Source: an optimization exercise on an open RTL-to-GDS flow (aim: small area). Production flows keep margins and buffers that such runs may drop.
The RTL was checked by simulation tests, not by an equivalence proof against the original design.
No activity file was given, so power comes from the tool's default toggle rates.

## flow/design.v (module list and top-level ports; edited modules follow where they fit)
// module ldpc_cnu_top: 464 lines
// module cnu_oai22: 10 lines
// module cnu_lt5: 13 lines
// module cnu_maj3: 9 lines
module ldpc_cnu_top
(
	input  logic         clk,
	input  logic         rst,
	input  logic         in_valid,
	input  logic [119:0] v2c,
	output logic         out_valid,
	output logic [119:0] c2v
);
  // ...
==> flow/flow/run.sh <==
#!/bin/bash
# Standard ORFS layout with four changes: logic cells are swapped for the
# smallest of their family after floorplan (timing repair later sizes up
# what it needs), ports get the smallest buffer, the clock tree uses
# clkbuf_8 in clusters of up to 18 sinks without dummy loads, and
# non-critical cells are downsized after global routing.
set -euo pipefail
V=(
	"BUFFER_PORTS_ARGS=-buffer_cell sky130_fd_sc_hd__buf_1"
	"CTS_ARGS=-sink_clustering_enable -repair_clock_nets -dont_use_dummy_load -sink_clustering_size 18 -sink_clustering_max_diameter 80 -buf_list {sky130_fd_sc_hd__clkbuf_8}"
	"RECOVER_POWER=100"
)
bash standard.sh "${V[@]}" synth > flow_synth.log 2>&1
bash standard.sh "${V[@]}" floorplan > flow_floorplan.log 2>&1
openroad -no_init -exit flow/downsize.tcl > flow_downsize.log 2>&1
bash standard.sh "${V[@]}" finish > flow_finish.log 2>&1
==> flow/flow/downsize.tcl <==
# Swap every logic cell for the smallest cell of its family; the later
# timing repair (CTS and global route stages) sizes up what timing needs.
set res orfs/results/sky130hd/ldpc_cnu_top/base
read_db $res/2_floorplan.odb
array set m {
  sky130_fd_sc_hd__a2111o_2 sky130_fd_sc_hd__a2111o_1
  sky130_fd_sc_hd__a2111o_4 sky130_fd_sc_hd__a2111o_1
  sky130_fd_sc_hd__a2111oi_1 sky130_fd_sc_hd__a2111oi_0
  sky130_fd_sc_hd__a2111oi_2 sky130_fd_sc_hd__a2111oi_0
  sky130_fd_sc_hd__a2111oi_4 sky130_fd_sc_hd__a2111oi_0
  sky130_fd_sc_hd__a211o_2 sky130_fd_sc_hd__a211o_1
  sky130_fd_sc_hd__a211o_4 sky130_fd_sc_hd__a211o_1
  sky130_fd_sc_hd__a211oi_2 sky130_fd_sc_hd__a211oi_1
  sky130_fd_sc_hd__a211oi_4 sky130_fd_sc_hd__a211oi_1
  sky130_fd_sc_hd__a21bo_4 sky130_fd_sc_hd__a21bo_1
  sky130_fd_sc_hd__a21boi_2 sky130_fd_sc_hd__a21boi_0
  sky130_fd_sc_hd__a21boi_4 sky130_fd_sc_hd__a21boi_0
  sky130_fd_sc_hd__a21o_2 sky130_fd_sc_hd__a21o_1
  sky130_fd_sc_hd__a21o_4 sky130_fd_sc_hd__a21o_1
  sky130_fd_sc_hd__a21oi_2 sky130_fd_sc_hd__a21oi_1
  sky130_fd_sc_hd__a21oi_4 sky130_fd_sc_hd__a21oi_1
  sky130_fd_sc_hd__a221o_2 sky130_fd_sc_hd__a221o_1
  sky130_fd_sc_hd__a221o_4 sky130_fd_sc_hd__a221o_1
  sky130_fd_sc_hd__a221oi_2 sky130_fd_sc_hd__a221oi_1
  sky130_fd_sc_hd__a221oi_4 sky130_fd_sc_hd__a221oi_1
  sky130_fd_sc_hd__a22o_2 sky130_fd_sc_hd__a22o_1
  sky130_fd_sc_hd__a22o_4 sky130_fd_sc_hd__a22o_1
  sky130_fd_sc_hd__a22oi_2 sky130_fd_sc_hd__a22oi_1
  sky130_fd_sc_hd__a22oi_4 sky130_fd_sc_hd__a22oi_1
  sky130_fd_sc_hd__a2bb2o_2 sky130_fd_sc_hd__a2bb2o_1
  sky130_fd_sc_hd__a2bb2o_4 sky130_fd_sc_hd__a2bb2o_1
  sky130_fd_sc_hd__a2bb2oi_2 sky130_fd_sc_hd__a2bb2oi_1
  sky130_fd_sc_hd__a2bb2oi_4 sky130_fd_sc_hd__a2bb2oi_1
  sky130_fd_sc_hd__a311o_2 sky130_fd_sc_hd__a311o_1
  sky130_fd_sc_hd__a311o_4 sky130_fd_sc_hd__a311o_1
  sky130_fd_sc_hd__a311oi_2 sky130_fd_sc_hd__a311oi_1
  sky130_fd_sc_hd__a311oi_4 sky130_fd_sc_hd__a311oi_1
  sky130_fd_sc_hd__a31o_4 sky130_fd_sc_hd__a31o_1
  sky130_fd_sc_hd__a31oi_2 sky130_fd_sc_hd__a31oi_1
  sky130_fd_sc_hd__a31oi_4 sky130_fd_sc_hd__a31oi_1
  sky130_fd_sc_hd__a32o_2 sky130_fd_sc_hd__a32o_1
  sky130_fd_sc_hd__a32o_4 sky130_fd_sc_hd__a32o_1
  sky130_fd_sc_hd__a32oi_2 sky130_fd_sc_hd__a32oi_1
  sky130_fd_sc_hd__a32oi_4 sky130_fd_sc_hd__a32oi_1
  sky130_fd_sc_hd__a41o_2 sky130_fd_sc_hd__a41o_1
  sky130_fd_sc_hd__a41o_4 sky130_fd_sc_hd__a41o_1
  sky130_fd_sc_hd__a41oi_2 sky130_fd_sc_hd__a41oi_1
  sky130_fd_sc_hd__a41oi_4 sky130_fd_sc_hd__a41oi_1
  sky130_fd_sc_hd__and2_2 sky130_fd_sc_hd__and2_0
  sky130_fd_sc_hd__and2_4 sky130_fd_sc_hd__and2_0
  sky130_fd_sc_hd__and2b_2 sky130_fd_sc_hd__and2b_1
  sky130_fd_sc_hd__and2b_4 sky130_fd_sc_hd__and2b_1
  sky130_fd_sc_hd__and3_2 sky130_fd_sc_hd__and3_1
  sky130_fd_sc_hd__and3_4 sky130_fd_sc_hd__and3_1
  sky130_fd_sc_hd__and3b_2 sky130_fd_sc_hd__and3b_1
  sky130_fd_sc_hd__and3b_4 sky130_fd_sc_hd__and3b_1
  sky130_fd_sc_hd__and4_2 sky130_fd_sc_hd__and4_1
  sky130_fd_sc_hd__and4_4 sky130_fd_sc_hd__and4_1
  sky130_fd_sc_hd__and4b_2 sky130_fd_sc_hd__and4b_1
  sky130_fd_sc_hd__and4b_4 sky130_fd_sc_hd__and4b_1
  sky130_fd_sc_hd__and4bb_4 sky130_fd_sc_hd__and4bb_1
  sky130_fd_sc_hd__bufbuf_16 sky130_fd_sc_hd__bufbuf_8
  sky130_fd_sc_hd__fa_2 sky130_fd_sc_hd__fa_1
  sky130_fd_sc_hd__fa_4 sky130_fd_sc_hd__fa_1
  sky130_fd_sc_hd__ha_2 sky130_fd_sc_hd__ha_1
  sky130_fd_sc_hd__ha_4 sky130_fd_sc_hd__ha_1
  sky130_fd_sc_hd__inv_12 sky130_fd_sc_hd__inv_1
  sky130_fd_sc_hd__inv_16 sky130_fd_sc_hd__inv_1
  sky130_fd_sc_hd__inv_4 sky130_fd_sc_hd__inv_1
  sky130_fd_sc_hd__inv_6 sky130_fd_sc_hd__inv_1
  sky130_fd_sc_hd__inv_8 sky130_fd_sc_hd__inv_1
  sky130_fd_sc_hd__maj3_2 sky130_fd_sc_hd__maj3_1
  sky130_fd_sc_hd__maj3_4 sky130_fd_sc_hd__maj3_1
  sky130_fd_sc_hd__mux2_4 sky130_fd_sc_hd__mux2_1
  sky130_fd_sc_hd__mux2_8 sky130_fd_sc_hd__mux2_1
  sky130_fd_sc_hd__mux2i_2 sky130_fd_sc_hd__mux2i_1
  sky130_fd_sc_hd__mux2i_4 sky130_fd_sc_hd__mux2i_1
  sky130_fd_sc_hd__mux4_1 sky130_fd_sc_hd__mux4_2
  sky130_fd_sc_hd__mux4_4 sky130_fd_sc_hd__mux4_2
  sky130_fd_sc_hd__nand2_2 sky130_fd_sc_hd__nand2_1
  sky130_fd_sc_hd__nand2_4 sky130_fd_sc_hd__nand2_1
  sky130_fd_sc_hd__nand2_8 sky130_fd_sc_hd__nand2_1
  sky130_fd_sc_hd__nand2b_2 sky130_fd_sc_hd__nand2b_1
  sky130_fd_sc_hd__nand2b_4 sky130_fd_sc_hd__nand2b_1
  sky130_fd_sc_hd__nand3_2 sky130_fd_sc_hd__nand3_1
  sky130_fd_sc_hd__nand3_4 sky130_fd_sc_hd__nand3_1
  sky130_fd_sc_hd__nand3b_2 sky130_fd_sc_hd__nand3b_1
  sky130_fd_sc_hd__nand3b_4 sky130_fd_sc_hd__nand3b_1
  sky130_fd_sc_hd__nand4_2 sky130_fd_sc_hd__nand4_1
  sky130_fd_sc_hd__nand4_4 sky130_fd_sc_hd__nand4_1
  sky130_fd_sc_hd__nand4b_2 sky130_fd_sc_hd__nand4b_1
  sky130_fd_sc_hd__nand4b_4 sky130_fd_sc_hd__nand4b_1
  sky130_fd_sc_hd__nand4bb_2 sky130_fd_sc_hd__nand4bb_1
  sky130_fd_sc_hd__nand4bb_4 sky130_fd_sc_hd__nand4bb_1
  sky130_fd_sc_hd__nor2_2 sky130_fd_sc_hd__nor2_1
  sky130_fd_sc_hd__nor2_4 sky130_fd_sc_hd__nor2_1
  sky130_fd_sc_hd__nor2_8 sky130_fd_sc_hd__nor2_1
  sky130_fd_sc_hd__nor2b_2 sky130_fd_sc_hd__nor2b_1
  sky130_fd_sc_hd__nor2b_4 sky130_fd_sc_hd__nor2b_1
  sky130_fd_sc_hd__nor3_2 sky130_fd_sc_hd__nor3_1
  sky130_fd_sc_hd__nor3_4 sky130_fd_sc_hd__nor3_1
  sky130_fd_sc_hd__nor3b_2 sky130_fd_sc_hd__nor3b_1
  sky130_fd_sc_hd__nor3b_4 sky130_fd_sc_hd__nor3b_1
  sky130_fd_sc_hd__nor4_2 sky130_fd_sc_hd__nor4_1
  sky130_fd_sc_hd__nor4_4 sky130_fd_sc_hd__nor4_1
  sky130_fd_sc_hd__nor4b_2 sky130_fd_sc_hd__nor4b_1
  sky130_fd_sc_hd__nor4b_4 sky130_fd_sc_hd__nor4b_1
  sky130_fd_sc_hd__nor4bb_2 sky130_fd_sc_hd__nor4bb_1
  sky130_fd_sc_hd__nor4bb_4 sky130_fd_sc_hd__nor4bb_1
  sky130_fd_sc_hd__o2111a_2 sky130_fd_sc_hd__o2111a_1
  sky130_fd_sc_hd__o2111a_4 sky130_fd_sc_hd__o2111a_1
  sky130_fd_sc_hd__o2111ai_2 sky130_fd_sc_hd__o2111ai_1
  sky130_fd_sc_hd__o2111ai_4 sky130_fd_sc_hd__o2111ai_1
  sky130_fd_sc_hd__o211a_4 sky130_fd_sc_hd__o211a_1
  sky130_fd_sc_hd__o211ai_2 sky130_fd_sc_hd__o211ai_1
  sky130_fd_sc_hd__o211ai_4 sky130_fd_sc_hd__o211ai_1
  sky130_fd_sc_hd__o21a_2 sky130_fd_sc_hd__o21a_1
  sky130_fd_sc_hd__o21a_4 sky130_fd_sc_hd__o21a_1
  sky130_fd_sc_hd__o21ai_2 sky130_fd_sc_hd__o21ai_0
  sky130_fd_sc_hd__o21ai_4 sky130_fd_sc_hd__o21ai_0
  sky130_fd_sc_hd__o21ba_4 sky130_fd_sc_hd__o21ba_1
  sky130_fd_sc_hd__o21bai_2 sky130_fd_sc_hd__o21bai_1
  sky130_fd_sc_hd__o21bai_4 sky130_fd_sc_hd__o21bai_1
  sky130_fd_sc_hd__o221a_4 sky130_fd_sc_hd__o221a_1
  sky130_fd_sc_hd__o221ai_2 sky130_fd_sc_hd__o221ai_1
  sky130_fd_sc_hd__o221ai_4 sky130_fd_sc_hd__o221ai_1
  sky130_fd_sc_hd__o22a_2 sky130_fd_sc_hd__o22a_1
  sky130_fd_sc_hd__o22a_4 sky130_fd_sc_hd__o22a_1
  sky130_fd_sc_hd__o22ai_2 sky130_fd_sc_hd__o22ai_1
  sky130_fd_sc_hd__o22ai_4 sky130_fd_sc_hd__o22ai_1
  sky130_fd_sc_hd__o2bb2a_2 sky130_fd_sc_hd__o2bb2a_1
  sky130_fd_sc_hd__o2bb2a_4 sky130_fd_sc_hd__o2bb2a_1
  sky130_fd_sc_hd__o2bb2ai_2 sky130_fd_sc_hd__o2bb2ai_1
  sky130_fd_sc_hd__o2bb2ai_4 sky130_fd_sc_hd__o2bb2ai_1
  sky130_fd_sc_hd__o311a_2 sky130_fd_sc_hd__o311a_1
  sky130_fd_sc_hd__o311a_4 sky130_fd_sc_hd__o311a_1
  sky130_fd_sc_hd__o311ai_2 sky130_fd_sc_hd__o311ai_0
  sky130_fd_sc_hd__o311ai_4 sky130_fd_sc_hd__o311ai_0
  sky130_fd_sc_hd__o31a_2 sky130_fd_sc_hd__o31a_1
  sky130_fd_sc_hd__o31a_4 sky130_fd_sc_hd__o31a_1
  sky130_fd_sc_hd__o31ai_2 sky130_fd_sc_hd__o31ai_1
  sky130_fd_sc_hd__o31ai_4 sky130_fd_sc_hd__o31ai_1
  sky130_fd_sc_hd__o32a_2 sky130_fd_sc_hd__o32a_1
  sky130_fd_sc_hd__o32a_4 sky130_fd_sc_hd__o32a_1
  sky130_fd_sc_hd__o32ai_2 sky130_fd_sc_hd__o32ai_1
  sky130_fd_sc_hd__o32ai_4 sky130_fd_sc_hd__o32ai_1
  sky130_fd_sc_hd__o41a_2 sky130_fd_sc_hd__o41a_1
  sky130_fd_sc_hd__o41a_4 sky130_fd_sc_hd__o41a_1
  sky130_fd_sc_hd__o41ai_2 sky130_fd_sc_hd__o41ai_1
  sky130_fd_sc_hd__o41ai_4 sky130_fd_sc_hd__o41ai_1
  sky130_fd_sc_hd__or2_4 sky130_fd_sc_hd__or2_0
  sky130_fd_sc_hd__or2b_2 sky130_fd_sc_hd__or2b_1
  sky130_fd_sc_hd__or2b_4 sky130_fd_sc_hd__or2b_1
  sky130_fd_sc_hd__or3_2 sky130_fd_sc_hd__or3_1
  sky130_fd_sc_hd__or3_4 sky130_fd_sc_hd__or3_1
  sky130_fd_sc_hd__or3b_4 sky130_fd_sc_hd__or3b_1
  sky130_fd_sc_hd__or4_2 sky130_fd_sc_hd__or4_1
  sky130_fd_sc_hd__or4_4 sky130_fd_sc_hd__or4_1
  sky130_fd_sc_hd__or4b_4 sky130_fd_sc_hd__or4b_1
  sky130_fd_sc_hd__or4bb_2 sky130_fd_sc_hd__or4bb_1
  sky130_fd_sc_hd__or4bb_4 sky130_fd_sc_hd__or4bb_1
  sky130_fd_sc_hd__xnor2_2 sky130_fd_sc_hd__xnor2_1
  sky130_fd_sc_hd__xnor2_4 sky130_fd_sc_hd__xnor2_1
  sky130_fd_sc_hd__xnor3_2 sky130_fd_sc_hd__xnor3_1
  sky130_fd_sc_hd__xnor3_4 sky130_fd_sc_hd__xnor3_1
  sky130_fd_sc_hd__xor2_2 sky130_fd_sc_hd__xor2_1
  sky130_fd_sc_hd__xor2_4 sky130_fd_sc_hd__xor2_1
  sky130_fd_sc_hd__xor3_2 sky130_fd_sc_hd__xor3_1
  sky130_fd_sc_hd__xor3_4 sky130_fd_sc_hd__xor3_1
}
set db [ord::get_db]
set n 0
foreach inst [[ord::get_db_block] getInsts] {
	set master [[$inst getMaster] getName]
	if {[info exists m($master)]} {
		$inst swapMaster [$db findMaster $m($master)]
		incr n
	}
}
puts "downsized $n instances"
write_db $res/2_floorplan.odb
==> flow/standard.sh <==
#!/bin/bash
# synth_recipe.tcl (not shown) runs the flow's synth.tcl, then flattens the netlist and writes it again
# the make line also repeats each setting of config.mk as NAME=value (left out here)
make -C /OpenROAD-flow-scripts/flow DESIGN_CONFIG=/design/flow/config.mk WORK_HOME=/design/flow/orfs CLKGATE_MAP_FILE= SYNTH_SCRIPT=/design/flow/synth_recipe.tcl "${@:-finish}"
==> flow/config.mk <==
export PLATFORM = sky130hd
export DESIGN_NAME = ldpc_cnu_top
export DESIGN_NICKNAME = ldpc_cnu_top
export VERILOG_FILES = /design/flow/design.v
export SDC_FILE = /design/flow/constraint.sdc
export NUM_CORES = 4
export LEC_CHECK = 0
export CAP_MARGIN = 20
export CORE_MARGIN = 2
export CORE_UTILIZATION = 72
export GPL_TIMING_DRIVEN = 0
export SLEW_MARGIN = 20
export SYNTH_HIERARCHICAL = 1
==> flow/constraint.sdc <==
create_clock -name core_clock -period 3.3 [get_ports {clk}]
set_input_delay 0.6600 -clock core_clock [delete_from_list [all_inputs] [get_ports {clk}]]
set_output_delay 0.6600 -clock core_clock [all_outputs]
set_load 0.01 [all_outputs]
==> summary.txt, run 1 <==
status = complete, no violations
reg2reg setup slack = 0.07 ns
Max-area cell class = sequential cells
Post-synth EDFFs = 0
top cells by area in the synthesized netlist = dfxtp_1, maj3_2, o22ai_1, inv_1, xnor2_1
Die Y = 133.3 microns
CTS max path bufs = 3
Routed Antenna Nets = 0
Hold WS = 0.3231 ns
global-route congestion overflow total = 0
Power Clock = 1530 uW
GP Congestion = 0.9527
DR vias/cell = 5.983
DR WL/cell = 17.14 microns
Worst EP required = 3.69 ns
top cell type's share of synthesized area = 50.19%
reg2reg start = r1_m1_4[0]
post-detail-place hpwl = 21710 microns
Tot GR Track Use = 31.69%
core area = 0.01647 sq mm
CTS resizes = 33
GR peak layer = met2
PortBufs = 243
Largest Register = q_sgn
crit path max fanout = 10
Synth Area in Adders = 15.33%
Pwr Density = 790.7 mW/mm^2
Seq cells = 302
multi-input gates = 751
multi-input gate share of total cell area = 39.37%
Final period util = 97.80%
Static Leakage = 0.005266 uW
Net Switching = 3637 uW
# Post-CTS Setup Buffers = 1
H-tree levels = 1
Compound-Gate Fraction of Synth Area = 14.13%
Fill cells = 1015
register bit total from synthesis = 302
==> inputs of run 2 (changes only) <==
--- a/flow/config.mk
+++ b/flow/config.mk
@@ -9,3 +9,3 @@
 export CORE_MARGIN = 2
-export CORE_UTILIZATION = 72
+export CORE_UTILIZATION = 60
 export GPL_TIMING_DRIVEN = 0
==> summary.txt, run 2 <==
Synth Flop Type = dfxtp_1 (unchanged)
top cell type's share of synthesized area = 50.19% (unchanged)
Tot GR Track Use = 22.66% (was 31.69%)
sequential share of power = 55.8% (was 55.6%)
Synth Area in Adders = 15.33% (unchanged)
most common cell after layout, fill and taps aside = dfxtp_1 (unchanged)
Setup crit start = r1_m1_1[0] (was r1_m1_4[0])
PortBufs = 243 (unchanged)
Ant. Diodes = 0 (unchanged)
DR vias/cell = 5.598 (was 5.983)
core area = 0.01959 sq mm (was 0.01647 sq mm)
mean area per synthesized cell = 9.955 sq um (unchanged)
Net Switching = 3393 uW (was 3637 uW)
worst-margin pin slew = 0.7991 ns (was 0.8463 ns)
GP Congestion = 0.9751 (was 0.9527)
Pre-antenna DRT Iters = 5 (was 7)
clock skew = 0.03826 ns (was 0.02689 ns)
Slew Viols, Final = 0 (unchanged)
Final Setup Violations = 0 (unchanged)
Post-Syn Nets = 1333 (unchanged)
ys async rst share = 0% (unchanged)
reg2reg start = r1_m1_1[0] (was r1_m1_4[0])
max reg flops = 100 (unchanged)
overall power = 10370 uW (was 10620 uW)
top cells by area in the synthesized netlist = dfxtp_1, maj3_2, o22ai_1, inv_1, xnor2_1 (unchanged)
Max VDD drop = 0.3513 mV (was 0.4939 mV)
main combinational cell family by area after synthesis = adder cells (unchanged)
Final period util = 96.83% (was 97.80%)
die area = 0.02123 sq mm (was 0.01778 sq mm)
Pwr Density = 769.1 mW/mm^2 (was 790.7 mW/mm^2)
WP data arrival = 3.59 ns (was 3.61 ns)
cell area after synthesis = 0.01205 sq mm (unchanged)
crit path max fanout = 10 (unchanged)
layout net count = 1600 (was 1596)
Initial Utilization = 61.49% (was 73.15%)
Worst Setup EP = r2_wb[3] (was r2_wb[4])
headroom to the max-slew limit = 46.66% (was 43.51%)
total number of vias = 9740 (was 10.12k)
first-pass GRT wire length = 40680 microns (was 46060 microns)
CTS tree = built (unchanged)
global-route congestion overflow total = 0 (unchanged)
Comb power frac = 29.5% (was 30.0%)
internal power = 6973 uW (was 6985 uW)
Die Y = 145.7 microns (was 133.3 microns)
crit start category = flop (unchanged)
status = complete, no violations (unchanged)
Routed Antenna Nets = 0 (unchanged)
synth cell count leaders = dfxtp_1, o22ai_1, maj3_2, inv_1, nor2_1 (unchanged)
die width = 145.7 microns (was 133.3 microns)
RSZ-0062 raised after global routing = no (was yes)
initial DRC count = 743 (was 1011)
Layout Area Growth over Synthesis = 11.89% (was 11.53%)
Static Leakage = 0.005270 uW (was 0.005266 uW)
Max Cap Viol = 0 (unchanged)
clock transition at the registers of the reported paths = 0.11 ns (was 0.10 ns)
Largest Register = q_sgn (unchanged)
clock root buffer = clkbuf_8 (unchanged)
XOR/XNOR Fraction of Synth Area = 4.955% (unchanged)
clk sink count = 302 (unchanged)
worst hold path type = reg -> reg (unchanged)
Routed WL = 25530 microns (was 28980 microns)
Setup Crit Path Kind = reg -> reg (unchanged)
Fmax achieved = 0.3129 GHz (was 0.3099 GHz)
Worst setup EP type = flop (unchanged)
most frequent cell after synthesis = dfxtp_1 (unchanged)
vias in the first global route = 8729 (was 9542)
# rows = 51 (was 47)
Yosys top cell by area = dfxtp_1 (unchanged)
post-detail-place hpwl = 19150 microns (was 21710 microns)
synth unique cells = 36 (unchanged)
Largest regs = q_sgn: 100 flops, q_m1: 25 flops, q_m2: 25 flops (unchanged)
Post-synth EDFFs = 0 (unchanged)
Skew-Pair Late Insertion Delay = 0.52 ns (was 0.50 ns)
initial antenna violation count = 0 (unchanged)
H-tree levels = 1 (unchanged)
RR Endpoint = r2_wb[3] (was r2_wb[4])
reg2reg setup slack = 0.10 ns (was 0.07 ns)
worst reg-to-reg path cell count = 10 (was 11)
largest net degree at the start of global routing = 21 (unchanged)
Mapped Cells = 1210 (unchanged)
DR WL/cell = 14.67 microns (was 17.14 microns)
Switching Fraction = 32.74% (was 34.24%)
Worst EP required = 3.70 ns (was 3.69 ns)
Ys Warns = 17 (unchanged)
DRC viols = 0 (unchanged)
clock network fraction of design power = 14.8% (was 14.4%)
Simple-Gate Fraction of Synth Area = 9.868% (unchanged)
Final Hold Fails = 0 (unchanged)
TritonCTS Buffers = 20 (unchanged)
hold bufs inserted after CTS = 0 (unchanged)
share of cells above drive strength 1 = 4.475% (was 4.623%)
CTS max path bufs = 3 (unchanged)
sequential share of the synthesized area = 50.19% (unchanged)
register bit total from synthesis = 302 (unchanged)
most frequent cells in the layout = dfxtp_1, buf_1, o22ai_1 (unchanged)
Compound-Gate Fraction of Synth Area = 14.13% (unchanged)
num ports = 244 (unchanged)
setup TNS = 0 ns (unchanged)
multiplexer share of the synthesized area = 0.4986% (unchanged)
Final min period = 3.196 ns (was 3.227 ns)
[run 2: critical path: stages (launching register included)]
cell and delay (ns):
dfxtp_4 0.40, inv_1 0.04, and2_0 0.15, maj3_1 0.35
maj3_1 0.36, maj3_1 0.37, maj3_2 0.37, or4_4 0.59
clkbuf_4 0.20, nor2_1 0.15, nor3_1 0.09
[run 2: through the flow]
stage / utilization, % / cell area (sq um) / setup WS, ns / instances / hold WS, ns
floorplan: - / 12050 / 0.3282 / 1210 / 0.3096
global placement: 66.63 / 13050 / -0.3329 / 1718 / 0.3096
detailed placement: 66.63 / 13050 / -0.4833 / 1718 / 0.3121
CTS: 68.47 / 13410 / 0.01273 / 1738 / 0.3037
global route: 68.80 / 13480 / 0.001478 / 1740 / 0.3150
finish: 68.80 / 13480 / 0.1045 / 1740 / 0.3018
[run 2: worst min-delay path by stage]
stage | end | start | depth (start not counted) | slack (ns)
floorplan | q_gx[0][0] | r2_gx[0] | 0 | 0.31
global placement | q_sgn[0][3] | r2_sgn[3] | 0 | 0.31
detailed placement | q_gx[3][0] | q_gx[2][0] | 0 | 0.31
CTS | q_m2[3][3] | q_m2[2][3] | 0 | 0.30
global route | q_m2[3][3] | q_m2[2][3] | 0 | 0.32
finish | q_m2[3][3] | q_m2[2][3] | 0 | 0.30
[run 2: timing repair]
action,CTS,global route
gates resized for setup,26,24
pin swaps,2,10
hold endpoints to repair,0,0
setup buffers,2,6
setup endpoints to repair,20,28
[run 2: metal layers]
layer | wire length [microns] | vias to the layer above | global-route usage (%)
li1 | - | 4814 | -
met1 | 10680 | 4325 | 28.05
met2 | 12140 | 518 | 40.05
met3 | 1746 | 83 | 2.633
met4 | 966 | 0 | 9.559
met5 | 0 | - | 0
[run 2: cells by family (layout without fill, tap and decap cells)]
kind of cell | after synthesis | count (layout)
compound gates | 279 | 279
mux | 6 | 6
buf+inv | 157 | 422
fa+ha+maj | 164 | 164
simple gates | 239 | 239
flops | 302 | 302
xor+xnor | 63 | 63
[run 2: final cells by class]
cell class,instances,area (sq um)
fillers,1596,6112
well taps,265,331.6
flip-flops and latches,302,6058
repair buffers,251,972.2
inverters,129,484.2
clock buffers,20,275.3
multi-input cells,751,5253
plain buffers,22,103.9
[run 2: power groups by stage]
| stage | Clock, uW | Combinational, uW | Sequential, uW |
|---|---|---|---|
| final | 1530 | 3050 | 5780 |
| after global routing | 1740 | 3330 | 5920 |
| after CTS | 1600 | 3020 | 5780 |
| after detailed placement | 0 | 2960 | 5860 |
| after global placement | 0 | 2930 | 5810 |
| after floorplan | 0 | 2210 | 5680 |
[run 2: modules after synthesis, one instance, submodules excluded]
module,copies in the design,flip-flops and latches,cells
ldpc_cnu_top,1,302,905
cnu_maj3,164,0,1
cnu_lt5,41,0,1
cnu_oai22,100,0,1

==> afterwards: timing with drivers on the ports <==
The results above use ideal ports. As a check the final layouts listed here were re-extracted and re-timed, cells and wires unchanged.
Step 1: set_driving_cell puts a clkbuf_16 on clk and a buf_2 on each other input, an assumption about the parent block.
Step 2 times the ports against the registers' clock, not the clock port: input delays grow and output delays shrink by t, the midpoint of the rising clock arrivals with the driver on.
Three values: no drivers, after step 1, after step 2; two values: the first two.
run | t (ns) | setup WS [ns] | pins driven straight from the clock port
run 1 | 0.534 | 0.073 / 0.073 / -0.399 | 1
run 2 | 0.547 | 0.104 / 0.104 / -0.384 | 1
Met with ideal ports but missed after step 2: setup timing in run 1 and run 2. The setup slack of run 2, which loses most, moves by 0.000 ns with the drivers and by -0.488 ns with both steps.
